This is an optimization exercise on Yosys and OpenROAD, whose aim is small area and a short achievable clock period, not a production implementation. In this exercise RTL edits were held to simulation tests only and were not proved equivalent to the original. Power figures rest on the tool's default switching activity, not on a simulated workload.

// axis_prog_intra_cycle_delay
module axis_prog_intra_cycle_delay #(
  parameter  int DATA_WIDTH      = 256,
  parameter  int SAMPLE_WIDTH    = 16,
  parameter  int MAX_CYCLE_DELAY = 8,
  parameter  int RESET_DELAY     = 10,
  localparam int SPC             = DATA_WIDTH / SAMPLE_WIDTH,
  localparam int DW              = $clog2((MAX_CYCLE_DELAY + 1) * SPC)
) (
  input  logic                  clk,
  input  logic                  rst_n,
  input  logic [DATA_WIDTH-1:0] s_axis_tdata,
  input  logic                  s_axis_tvalid,
  input  logic                  s_axis_tlast,
  output logic [DATA_WIDTH-1:0] m_axis_tdata,
  output logic                  m_axis_tvalid,
  output logic                  m_axis_tlast,
  input  logic [DW-1:0]         cfg_delay,
  input  logic                  cfg_valid,
  output logic                  cfg_pending,
  output logic                  cfg_clamped,
  output logic [DW-1:0]         cur_delay
);
  localparam int STAGES = MAX_CYCLE_DELAY + 1;
  localparam int RW     = $clog2(SPC);
  localparam int MAX_D  = MAX_CYCLE_DELAY * SPC + SPC - 1;
  localparam int SW     = SAMPLE_WIDTH;
  typedef logic [DATA_WIDTH-1:0] word_t;
  logic [STAGES:0] vld_pipe, last_pipe;    
  logic          idle, pend_next;
  logic [DW-1:0] pend_delay, req_delay, load_val;
  ...
export LEC_CHECK = 0
export CAP_MARGIN = 20
export CORE_MARGIN = 2
export CORE_UTILIZATION = 65
export CTS_CLUSTER_DIAMETER = 70
export CTS_CLUSTER_SIZE = 25
export SETUP_SLACK_MARGIN = 3.5
export SLEW_MARGIN = 20
create_clock -name core_clock -period 6.0 [get_ports {clk}]
standard.sh (not shown) runs the stock make flow with config.mk's settings and CLKGATE_MAP_FILE= SYNTH_SCRIPT=/design/flow/synth_recipe.tcl, a recipe that flattens the netlist after the stock synthesis.
==> flow/flow/run.sh <==
#!/bin/bash
# The standard layout (standard.sh: the standard flow's own ORFS flow and synthesis, unchanged), with:
# - the smallest buffer for the port buffers (timing repair still upsizes those on critical
#   paths) and clock tree synthesis without dummy loads, with config.mk's sink clustering;
# - after placement, each output port's flip-flop moved next to its port buffer (then
#   legalized), since the paths from those flip-flops to the ports set the achieved period.
set -euo pipefail
export BUFFER_PORTS_ARGS="-buffer_cell sky130_fd_sc_hd__buf_1"
export CTS_ARGS="-sink_clustering_enable -repair_clock_nets -sink_clustering_size 25 -sink_clustering_max_diameter 70 -dont_use_dummy_load"
bash standard.sh place > standard_place.log 2>&1
PULL_DB="$PWD/orfs/results/${FLOW_PLATFORM}/axis_prog_intra_cycle_delay/base/3_place.odb" \
  openroad -no_init -exit flow/pull_outputs.tcl > pull_outputs.log 2>&1
bash standard.sh > standard_finish.log 2>&1
==> flow/flow/pull_outputs.tcl <==
# Move each output port's driving flip-flop (and an inverter between it and the port buffer,
# if there is one) next to that port's buffer, then legalize. Reads and writes the ODB
# named by the PULL_DB environment variable.
read_db $::env(PULL_DB)
set block [ord::get_db_block]

proc driver_of {inst} {
  foreach it [$inst getITerms] {
    if {![$it isInputSignal]} continue
    set n [$it getNet]
    if {$n eq "NULL"} continue
    foreach it2 [$n getITerms] {
      if {[$it2 isOutputSignal]} { return [$it2 getInst] }
    }
  }
  return ""
}

proc single_input {inst} {
  set n 0
  foreach it [$inst getITerms] { if {[$it isInputSignal]} { incr n } }
  return [expr {$n == 1}]
}

set moved 0
foreach bt [$block getBTerms] {
  if {[$bt getIoType] ne "OUTPUT"} continue
  set net [$bt getNet]
  if {$net eq "NULL"} continue
  set buf ""
  foreach it [$net getITerms] { if {[$it isOutputSignal]} { set buf [$it getInst] } }
  if {$buf eq ""} continue
  set chain {}
  set d [driver_of $buf]
  if {$d ne "" && ![[$d getMaster] isSequential] && [single_input $d]} {
    lappend chain $d
    set d [driver_of $d]
  }
  if {$d eq "" || ![[$d getMaster] isSequential]} continue
  lappend chain $d
  set bb [$buf getBBox]
  foreach inst $chain {
    set fb [$inst getBBox]
    set dist [expr {abs([$bb xMin]-[$fb xMin]) + abs([$bb yMin]-[$fb yMin])}]
    if {$dist < 3000} continue
    $inst setLocation [$bb xMin] [$bb yMin]
    incr moved
  }
}
puts "pull_outputs: moved $moved instances"
detailed_placement
check_placement -verbose
write_db $::env(PULL_DB)
Rerun with:
Settings changed: CORE_UTILIZATION 65 to 55.
Global-route usage went down by 4.7 points.
First-iteration DRC count went down by 18%.
Power goes up by 0.53%.
Worst setup slack gets better by 0.029 ns.
Rerun with:
Settings changed: CORE_UTILIZATION 55 to 40.
Routed wire length increases by roughly a tenth.
Setup slack loses 0.042 ns.
Sequential share of layout area came out lower by 1.3 points.
Clock-buffer cell count goes up by 17.
Combinational power goes up by a few percent.
Cell count went up by roughly a tenth.
Die area goes up by well over a third.
Synthesized area does not change.
Global-route usage is lower by 5.7 points.
Core utilization came out lower by 16 points.
Via count climbs slightly.
Rerun with:
==> flow/flow/run.sh (replaced) <==
#!/bin/bash
set -euo pipefail
export BUFFER_PORTS_ARGS="-buffer_cell sky130_fd_sc_hd__buf_1"
export CTS_ARGS="-sink_clustering_enable -repair_clock_nets -sink_clustering_size 25 -sink_clustering_max_diameter 70 -dont_use_dummy_load"
bash standard.sh > standard.log 2>&1
Settings changed: CORE_UTILIZATION 40 to 55.
removed: flow/flow/pull_outputs.tcl
Maximum frequency went down by 2.7%.
Worst setup slack gets worse by 0.073 ns.
Wire length goes down by 11%.
Total power is lower by 2.0%.
Design area falls by 1.8%.
Worst hold slack is worse by 0.012 ns.
Flip-flop and latch count is unchanged.
Via count goes down by 1.0%.
Rerun with:
Settings changed: CORE_UTILIZATION 55 to 40.
Outcome: Power rises by 1.3%. Global-route usage falls by 5.7 points. Wire length rises by 11%. Cell area rises by 1.6%. Combinational power rises by about 2%. First-iteration DRC count falls by 5.3%. Critical path depth stays the same. Fmax barely changes. Setup slack degrades by 0.0076 ns. Hold slack degrades by 0.012 ns. Count of clock-buffer cells in the layout rises by 9.

---

Starting RTL as in the previous note.
==> flow/config.mk <==
export PLATFORM = sky130hd
export DESIGN_NAME = axis_prog_intra_cycle_delay
export DESIGN_NICKNAME = axis_prog_intra_cycle_delay
export VERILOG_FILES = /design/flow/design.v
export SDC_FILE = /design/flow/constraint.sdc
export NUM_CORES = 4
export LEC_CHECK = 0
export CAP_MARGIN = 20
export CORE_MARGIN = 2
export CORE_UTILIZATION = 55
export CTS_CLUSTER_DIAMETER = 70
export CTS_CLUSTER_SIZE = 25
export SETUP_SLACK_MARGIN = 3.6
export SLEW_MARGIN = 20
==> flow/constraint.sdc <==
create_clock -name core_clock -period 6.0 [get_ports {clk}]
set_input_delay 1.2000 -clock core_clock [delete_from_list [all_inputs] [get_ports {clk}]]
set_output_delay 1.2000 -clock core_clock [all_outputs]
set_load 0.01 [all_outputs]
==> flow/flow/run.sh <==
#!/bin/bash
# The standard layout (standard.sh: the standard flow's own ORFS flow and synthesis, unchanged), with:
# - the smallest buffer for the port buffers (timing repair still upsizes those on critical
#   paths) and clock tree synthesis without dummy loads, with config.mk's sink clustering;
# - after placement, each output port's flip-flop moved next to its port buffer (then
#   legalized), since the paths from those flip-flops to the ports set the achieved period.
set -euo pipefail
export BUFFER_PORTS_ARGS="-buffer_cell sky130_fd_sc_hd__buf_1"
export CTS_ARGS="-sink_clustering_enable -repair_clock_nets -sink_clustering_size 25 -sink_clustering_max_diameter 70 -dont_use_dummy_load"
bash standard.sh place > standard_place.log 2>&1
PULL_DB="$PWD/orfs/results/${FLOW_PLATFORM}/axis_prog_intra_cycle_delay/base/3_place.odb" \
  openroad -no_init -exit flow/pull_outputs.tcl > pull_outputs.log 2>&1
bash standard.sh > standard_finish.log 2>&1
==> flow/flow/pull_outputs.tcl <==
# Move each output port's driving flip-flop (and an inverter between it and the port buffer,
# if there is one) next to that port's buffer, then legalize. Reads and writes the ODB
# named by the PULL_DB environment variable.
read_db $::env(PULL_DB)
set block [ord::get_db_block]

proc driver_of {inst} {
  foreach it [$inst getITerms] {
    if {![$it isInputSignal]} continue
    set n [$it getNet]
    if {$n eq "NULL"} continue
    foreach it2 [$n getITerms] {
      if {[$it2 isOutputSignal]} { return [$it2 getInst] }
    }
  }
  return ""
}

proc single_input {inst} {
  set n 0
  foreach it [$inst getITerms] { if {[$it isInputSignal]} { incr n } }
  return [expr {$n == 1}]
}

set moved 0
foreach bt [$block getBTerms] {
  if {[$bt getIoType] ne "OUTPUT"} continue
  set net [$bt getNet]
  if {$net eq "NULL"} continue
  set buf ""
  foreach it [$net getITerms] { if {[$it isOutputSignal]} { set buf [$it getInst] } }
  if {$buf eq ""} continue
  set chain {}
  set d [driver_of $buf]
  if {$d ne "" && ![[$d getMaster] isSequential] && [single_input $d]} {
    lappend chain $d
    set d [driver_of $d]
  }
  if {$d eq "" || ![[$d getMaster] isSequential]} continue
  lappend chain $d
  set bb [$buf getBBox]
  foreach inst $chain {
    set fb [$inst getBBox]
    set dist [expr {abs([$bb xMin]-[$fb xMin]) + abs([$bb yMin]-[$fb yMin])}]
    if {$dist < 3000} continue
    $inst setLocation [$bb xMin] [$bb yMin]
    incr moved
  }
}
puts "pull_outputs: moved $moved instances"
detailed_placement
check_placement -verbose
write_db $::env(PULL_DB)
Change:
Settings changed: CORE_UTILIZATION 55 to 50.
Cell area grows by 0.82%.
Critical path depth is unchanged.
Worst setup slack degrades by 0.013 ns.
Change:
Settings changed: CORE_UTILIZATION 50 to 55, SETUP_SLACK_MARGIN 3.6 to 3.7.
=> Synthesized cell count does not change. Sequential share of layout area is higher by 0.43 points. Worst setup slack barely changes. Global-route usage is higher by 2.1 points. Die area is lower by 9.0%. Routed wire length is lower by 2.6%. Maximum frequency stays flat. Cell area is lower by 0.62%. Register-to-register slack is about the same. Clock-buffer cell count is lower by 7. Clock skew is lower by 0.0058 ns.
Change:
==> flow/flow/run.sh (replaced) <==
#!/bin/bash
set -euo pipefail
export BUFFER_PORTS_ARGS="-buffer_cell sky130_fd_sc_hd__buf_1"
export CTS_ARGS="-sink_clustering_enable -repair_clock_nets -sink_clustering_size 25 -sink_clustering_max_diameter 70 -dont_use_dummy_load"
bash standard.sh > standard.log 2>&1
Settings changed: CORE_UTILIZATION 55 to 40, SETUP_SLACK_MARGIN 3.7 to 3.8.
removed: flow/flow/pull_outputs.tcl
Area after synthesis is unchanged.
Power goes up by 2.1%.
Worst hold slack is worse by 0.020 ns.
Clock skew goes up by 0.033 ns.
Setup slack is worse by 0.17 ns.
Clock power goes up by about 6%.
Critical path depth goes down by 1.
Non-clock buffer count goes up by 27.
Flip-flop and latch count stays the same.
Global-route usage goes down by 6.5 points.

[what the ideal ports hide]
In the flow no input, the clock included, has a driving cell. The finished layouts below were timed again as built, in two steps. Step 1 (the two cells are an assumption about what drives the block):
set clk [get_ports {clk}]
set_driving_cell -lib_cell sky130_fd_sc_hd__clkbuf_16 $clk
set_driving_cell -lib_cell sky130_fd_sc_hd__buf_2 [delete_from_list [all_inputs] $clk]
Step 2, shift: input delay + t, output delay - t, t = (earliest + latest rising clock arrival at the registers) / 2. This alone moves slack from input paths to output paths. Three values: ideal ports, drivers, drivers and shift; two values: the first two.
run	t (ns)	slack for setup (ns)	latest minus earliest clock arrival (ns)	worst register clock-pin slew, ns
the first run of note 1	0.863	3.431 / 3.376 / 2.852	0.064 / 0.064	0.09 / 0.09
the second run of note 1	0.846	3.460 / 3.390 / 2.884	0.071 / 0.071	0.09 / 0.09
the third run of note 1	0.877	3.418 / 3.329 / 2.717	0.119 / 0.119	0.10 / 0.10
the fourth run of note 1	0.864	3.345 / 3.263 / 2.852	0.070 / 0.070	0.10 / 0.10
the fifth run of note 1	0.888	3.338 / 3.249 / 2.748	0.114 / 0.113	0.10 / 0.10
the first run of note 2	0.847	3.472 / 3.388 / 2.972	0.074 / 0.074	0.09 / 0.09
the second run of note 2	0.850	3.458 / 3.373 / 3.068	0.086 / 0.087	0.10 / 0.10
the third run of note 2	0.842	3.457 / 3.369 / 3.162	0.073 / 0.074	0.10 / 0.10
the fourth run of note 2	0.901	3.288 / 3.194 / 3.052	0.105 / 0.106	0.10 / 0.10
After both steps setup and hold are still met in every run listed. The setup slack of the third run of note 1, which loses most, moves by -0.089 ns with the drivers and by -0.701 ns with both steps.
